This is an optimization exercise on Yosys and OpenROAD, whose aim is small area, a short achievable clock period and few clock cycles, not a production implementation. Function was checked by simulation only, so behaviour that the tests miss may differ from the original.

File: flow/config.mk
export PLATFORM = sky130hd
export DESIGN_NAME = multi_filter_processing_element
export DESIGN_NICKNAME = multi_filter_processing_element
export VERILOG_FILES = /design/flow/design.v
export SDC_FILE = /design/flow/constraint.sdc
export NUM_CORES = 4
export LEC_CHECK = 0
export CAP_MARGIN = 20
export CORE_MARGIN = 2
export CORE_UTILIZATION = 40
export SLEW_MARGIN = 20
File: flow/constraint.sdc
create_clock -name core_clock -period 10.0 [get_ports {clk}]
set_input_delay 2.0000 -clock core_clock [delete_from_list [all_inputs] [get_ports {clk}]]
set_output_delay 2.0000 -clock core_clock [all_outputs]
set_load 0.01 [all_outputs]
File: flow/design.v
module multi_filter_processing_element #(
    parameter int DATA_WIDTH      = 16,
    parameter int PSUM_WIDTH      = 32,
    parameter int IFMAP_DEPTH     = 32,
    parameter int MAX_FILTER_SIZE = 8,
    parameter int NUM_FILTERS     = 4,
    parameter int STRIDE_WIDTH    = 3
) (
    input  logic                               clk,
    input  logic                               rst,
    input  logic                               start,
    input  logic [STRIDE_WIDTH-1:0]            stride_in,
    input  logic [$clog2(MAX_FILTER_SIZE):0]   filter_size_in,
    input  logic [$clog2(IFMAP_DEPTH):0]       ifmap_size_in,
    input  logic [$clog2(NUM_FILTERS):0]       num_filters_in,
    output logic                               ready,
    output logic                               done,
    output logic                               cfg_err,
    input  logic [DATA_WIDTH-1:0]              filter_data,
    input  logic                               filter_valid,
    output logic                               filter_ren,
    input  logic [DATA_WIDTH-1:0]              ifmap_data,
    input  logic                               ifmap_valid,
    output logic                               ifmap_ren,
    input  logic [PSUM_WIDTH-1:0]              psum_in_data,
    input  logic                               psum_in_valid,
    output logic                               psum_in_ren,
    output logic [PSUM_WIDTH-1:0]              psum_out_data,
    output logic                               psum_out_valid,
    input  logic                               psum_out_ready
);
    localparam int FS_W = $clog2(MAX_FILTER_SIZE) + 1;
    localparam int IS_W = $clog2(IFMAP_DEPTH) + 1;
    localparam int NF_W = $clog2(NUM_FILTERS) + 1;
    localparam int IA_W = $clog2(IFMAP_DEPTH);
    localparam int FA_W = $clog2(NUM_FILTERS * MAX_FILTER_SIZE);
    localparam int AW   = IS_W + 2;
    typedef enum logic [2:0] {
        S_IDLE, S_LD_FLT, S_LD_IF, S_MAC, S_ACC_IN, S_OUT, S_DONE
    } state_t;
    state_t r_state, w_state_nxt;
    logic [DATA_WIDTH-1:0]   r_filter [NUM_FILTERS*MAX_FILTER_SIZE];
    logic [DATA_WIDTH-1:0]   r_ifmap  [IFMAP_DEPTH];
    logic [STRIDE_WIDTH-1:0] r_stride;
    logic [FS_W-1:0]         r_fs, r_k;
    logic [IS_W-1:0]         r_is, r_ld_addr, r_win_base;
    logic [NF_W-1:0]         r_nf, r_f;
    logic [PSUM_WIDTH-1:0]   r_acc, r_psum_out;
    logic                    r_psum_valid, r_cfg_err;
    logic                          w_legal, w_flt_xfer, w_if_xfer, w_pin_xfer;
    logic                          w_k_last, w_f_last, w_win_last, w_ld_if_last;
    logic [FA_W-1:0]               w_flt_addr;
    logic [IA_W-1:0]               w_if_addr;
    logic signed [DATA_WIDTH-1:0]  w_if_word, w_flt_word;
    logic signed [2*DATA_WIDTH-1:0] w_prod;
    logic [PSUM_WIDTH-1:0]         w_prod_ext, w_acc_base, w_mac_next, w_psum_next;
    assign w_legal = (stride_in != '0)
                  && (filter_size_in != '0)
                  && (filter_size_in <= FS_W'(MAX_FILTER_SIZE))
                  && (IS_W'(filter_size_in) <= ifmap_size_in)
                  && (ifmap_size_in <= IS_W'(IFMAP_DEPTH))
                  && (num_filters_in != '0)
                  && (num_filters_in <= NF_W'(NUM_FILTERS));
    assign w_flt_xfer   = (r_state == S_LD_FLT) && filter_valid;
    assign w_if_xfer    = (r_state == S_LD_IF)  && ifmap_valid;
    assign w_pin_xfer   = (r_state == S_ACC_IN) && psum_in_valid;
    assign w_k_last     = (r_k == r_fs - FS_W'(1));
    assign w_f_last     = (r_f == r_nf - NF_W'(1));
    assign w_ld_if_last = (r_ld_addr == r_is - IS_W'(1));
    assign w_win_last   = (AW'(r_win_base) + AW'(r_stride) + AW'(r_fs)) > AW'(r_is);
    assign w_flt_addr = FA_W'(r_f) * FA_W'(MAX_FILTER_SIZE) + FA_W'(r_k);
    assign w_if_addr  = IA_W'(r_win_base) + IA_W'(r_k);
    assign w_if_word  = r_ifmap[w_if_addr];
    assign w_flt_word = r_filter[w_flt_addr];
    assign w_prod     = w_if_word * w_flt_word;
    assign w_prod_ext = PSUM_WIDTH'(w_prod);
    assign w_acc_base = (r_k == '0) ? '0 : r_acc;
    assign w_mac_next  = w_acc_base + w_prod_ext;
    assign w_psum_next = r_acc + psum_in_data;
    always_ff @(posedge clk) begin
        if (rst) begin
            r_state <= S_IDLE;
        end else begin
            r_state <= w_state_nxt;
        end
    end
    always_comb begin
        w_state_nxt = r_state;
        case (r_state)
            S_IDLE:   if (start && w_legal) w_state_nxt = S_LD_FLT;
            S_LD_FLT: if (w_flt_xfer && w_k_last && w_f_last) w_state_nxt = S_LD_IF;
            S_LD_IF:  if (w_if_xfer && w_ld_if_last) w_state_nxt = S_MAC;
            S_MAC:    if (w_k_last) w_state_nxt = S_ACC_IN;
            S_ACC_IN: if (psum_in_valid) w_state_nxt = S_OUT;
            S_OUT:    if (psum_out_ready) w_state_nxt = (w_f_last && w_win_last) ? S_DONE : S_MAC;
            S_DONE:   w_state_nxt = S_IDLE;
            default:  w_state_nxt = S_IDLE;
        endcase
    end
    always_ff @(posedge clk) begin
        if (w_flt_xfer) r_filter[w_flt_addr] <= filter_data;
        if (w_if_xfer)  r_ifmap[r_ld_addr[IA_W-1:0]] <= ifmap_data;
    end
    always_ff @(posedge clk) begin
        if (rst) begin
            r_stride     <= '0;
            r_fs         <= '0;
            r_is         <= '0;
            r_nf         <= '0;
            r_k          <= '0;
            r_f          <= '0;
            r_ld_addr    <= '0;
            r_win_base   <= '0;
            r_acc        <= '0;
            r_psum_out   <= '0;
            r_psum_valid <= 1'b0;
            r_cfg_err    <= 1'b0;
        end else begin
            r_cfg_err <= (r_state == S_IDLE) && start && !w_legal;
            case (r_state)
                S_IDLE: begin
                    if (start && w_legal) begin
                        r_stride   <= stride_in;
                        r_fs       <= filter_size_in;
                        r_is       <= ifmap_size_in;
                        r_nf       <= num_filters_in;
                        r_k        <= '0;
                        r_f        <= '0;
                        r_ld_addr  <= '0;
                        r_win_base <= '0;
                    end
                end
                S_LD_FLT: begin
                    if (w_flt_xfer) begin
                        if (w_k_last) begin
                            r_k <= '0;
                            r_f <= w_f_last ? '0 : r_f + NF_W'(1);
                        end else begin
                            r_k <= r_k + FS_W'(1);
                        end
                    end
                end
                S_LD_IF: begin
                    if (w_if_xfer) r_ld_addr <= r_ld_addr + IS_W'(1);
                end
                S_MAC: begin
                    r_acc <= w_mac_next;
                    r_k   <= w_k_last ? '0 : r_k + FS_W'(1);
                end
                S_ACC_IN: begin
                    if (w_pin_xfer) begin
                        r_psum_out   <= w_psum_next;
                        r_psum_valid <= 1'b1;
                    end
                end
                S_OUT: begin
                    if (psum_out_ready) begin
                        r_psum_valid <= 1'b0;
                        if (w_f_last) begin
                            r_f        <= '0;
                            r_win_base <= r_win_base + IS_W'(r_stride);
                        end else begin
                            r_f <= r_f + NF_W'(1);
                        end
                    end
                end
                default: ;
            endcase
        end
    end
    assign ready          = (r_state == S_IDLE);
    assign done           = (r_state == S_DONE);
    assign cfg_err        = r_cfg_err;
    assign filter_ren     = (r_state == S_LD_FLT);
    assign ifmap_ren      = (r_state == S_LD_IF);
    assign psum_in_ren    = (r_state == S_ACC_IN);
    assign psum_out_data  = r_psum_out;
    assign psum_out_valid = r_psum_valid;
endmodule
File: flow/run.sh
#!/bin/bash
# synth_recipe.tcl (not shown) runs the flow's synth.tcl, then flattens the netlist and writes it again
# the make line also repeats each setting of config.mk as NAME=value (left out here)
make -C /OpenROAD-flow-scripts/flow DESIGN_CONFIG=/design/flow/config.mk WORK_HOME=/design/flow/orfs CLKGATE_MAP_FILE= SYNTH_SCRIPT=/design/flow/synth_recipe.tcl finish
==> reports/results.txt <==
Distinct cells, synth: 91
Post-route DRC: 0
fin crit share: 0.947
Die Width: 382 µm
Sum Neg Setup Slack: 0 ns
Detailed Place HPWL: 97.0 mm
full die area: 146000 µm²
most frequent cells in the layout: edfxtp_1, inv_1, fa_1
Synth async-reset ratio: 0
Main synth FF type: edfxtp_1
Synth Cell Area: 57200 µm²
Hold Crit Class: reg2reg
Setup crit end kind: flip-flop
remaining global-route overflow: 0
PortBufs: 125
clk buf depth: 3
critical path class: reg2reg
Worst Path Buf+Inv: 7
Vias/cell: 5.43
Synth warnings: 1
# diodes: 0
Hold Crit Depth: 2
status: timing/DRC/antenna clean
Final setup viols: 0
vias: 33800
Core Box Area: 142000 µm²
fin crit period: 9.47 ns
dpl cells: 6005
max cap viols: 0
Tightest Pin Transition: 1.16 ns
ANT nets after route: 0
critical path peak fanout: 16
root buffer selected by CTS: clkbuf_16
WL final: 146 mm
share of layout cells above drive strength 1: 0.153
Syn Area/Cell: 14.2 µm²
Nets: 4784
Syn-to-layout area delta: 14.0%
Largest stage delay, worst path: 1.07 ns
gr usage total: 0.199
Fin Clk Skew: 0.0614 ns
WL/cell: 23.4 µm
r2r worst-path depth: 28
CTS hold repair buffers: 0
FF/Latch Area: 32800 µm²
synthesized instance count: 4022
Net Count, Synth: 4572
fillers: 12500
first-pass GRT wire length: 219 mm
max_slew headroom: 0.228
RSZ-0062 raised after global routing: no
Critical Path Stages: 28
post-synthesis sequential area ratio: 0.574
slowest stage cell, crit path: fa_4
Initial Util: 0.404
Final Core Density: 0.460
clock-pin slew on the worst setup and hold paths: 0.06 ns
chip height: 382 µm
Clk Latency, worst-skew pair: 0.76 ns
clock sinks: 1128
Fin. Hold Viols: 0
largest net degree at the start of global routing: 104
Startpoint Class: flip-flop
Layout Cells excl Fill: 6221
area of the multi-input gates: 22200 µm²
antenna violations before repair: 8
Arr. time, crit path: 10.11 ns
DRT iter0 DRCs: 3040
CP delay by family, top: adder cells
H-tree level count: 3
Slew Limit Fails: 0
CTS tree: built
# rows: 138
commonest non-fill, non-tap cell in the layout: edfxtp_1
f_max: 106 MHz
Post-synth EDFFs: 1024
number of synthesized register bits: 1128
vias in the first global route: 34100
I/O pins: 126
GPL Wtd Cong: 0.866
worst endpoint required time: 10.63 ns
Inserted Clock Buffers: 116
router iterations before antenna repair: 6
[kinds of logic after synthesis]
kind of cell               share of synthesized area
xor gates and xnor gates                      0.0148
adders and majority gates                      0.140
AOI/OAI and AO/OA                             0.0604
and+or+nand+nor                               0.0772
DFF                                            0.574
muxes                                         0.0908
buffers and inverters                         0.0424
[routing by layer]
metal  vias up  track usage  share of wire
li1      15000            -              -
met2      1067        0.312           0.47
met5         -            0        0.00047
met1     17500        0.280           0.43
met3       218       0.0447          0.074
met4        10       0.0539          0.025
[metrics by stage]
step                area [µm²]  hold slack, ns  worst slack [ns]
floorplan                57200           0.444             0.655
global placement         61500           0.440             0.598
detailed placement       61500           0.446             0.442
CTS                      65300           0.456             0.444
global route             65200           0.477            0.0544
finish                   65200           0.450             0.526
[sequential cells by signal, summed over array words and instances (netlist names), 4 cells and up]
register and count:
r_acc 32, r_filter 512, r_fs 4, r_ifmap 512, r_is 6, r_k 4, r_ld_addr 6, r_psum_out 32
r_win_base 6
[synth_stat cells (25+ instances only)]
cell	n	area, µm²
o221ai_1	26	228
xnor2_1	61	534
o21ai_0	68	340
inv_1	408	1530
mux2i_1	65	651
a21o_1	36	270
nand3_1	28	140
a211oi_1	27	203
and2_1	25	156
o22ai_1	43	269
dfxtp_1	104	2080
buf_2	85	425
fa_1	299	5990
nor3_1	99	495
clkbuf_1	80	300
a21oi_1	159	796
mux4_2	194	4370
edfxtp_1	1024	30700
nand2_1	265	995
nand2b_1	61	382
ha_1	164	2050
nor2b_1	76	475
a31oi_1	35	219
nor3b_1	26	195
nor2_1	271	1020
xor2_1	30	263
[tightest hold or removal path, cell delays in order (launching register included)]
cell	delay, ns
dfxtp_1	0.31
nand2_1	0.05
a21oi_1	0.05
[worst paths after layout]
check                                    from            end  slack, ns
worst max-delay path            r_win_base[0]      r_acc[29]       0.53
worst min-delay path            r_psum_out[3]  r_psum_out[3]       0.45
worst max register to register  r_win_base[0]      r_acc[29]       0.53
worst min register to register  r_psum_out[3]  r_psum_out[3]       0.45
[repair_timing]
item | in CTS | in global routing
setup buffers | 0 | 1
setup endpoints to repair | 0 | 1
resized for setup | 0 | 0
[cell type report]
class                      count  share of cell area
clock buffer                 134              0.0456
clock inverter                81              0.0120
inverter                     412              0.0237
multi-input combinational   2292               0.341
sequential                  1128               0.504
tap                         1890              0.0363
timing repair buffer         284              0.0379
Testbench counts, summed over its fixed seeds: cycles 26,980.

## static timing again, ports no longer ideal
No port has a modelled driver above. Below, the same layout with a new extraction and two added sets of constraints. Step 1 (the two cells are an assumption about what drives the block):
set clk [get_ports {clk}]
set_driving_cell -lib_cell sky130_fd_sc_hd__clkbuf_16 $clk
set_driving_cell -lib_cell sky130_fd_sc_hd__buf_2 [delete_from_list [all_inputs] $clk]
Step 2, shift: input delay + t, output delay - t, t = (earliest + latest rising clock arrival at the registers) / 2. This alone moves slack from input paths to output paths. a / b / c = ideal ports / drivers / drivers and shift; a / b = the first two.
t, ns: 0.804
slack for setup (ns): 0.526 / 0.526 / 0.526
worst setup path at the end: register to register
slew at the worst register clock pin (ns): 0.06 / 0.06
After both steps setup and hold are still met in this run. For this run, drivers alone change the setup slack by 0.000 ns; drivers and shift together by 0.000 ns.
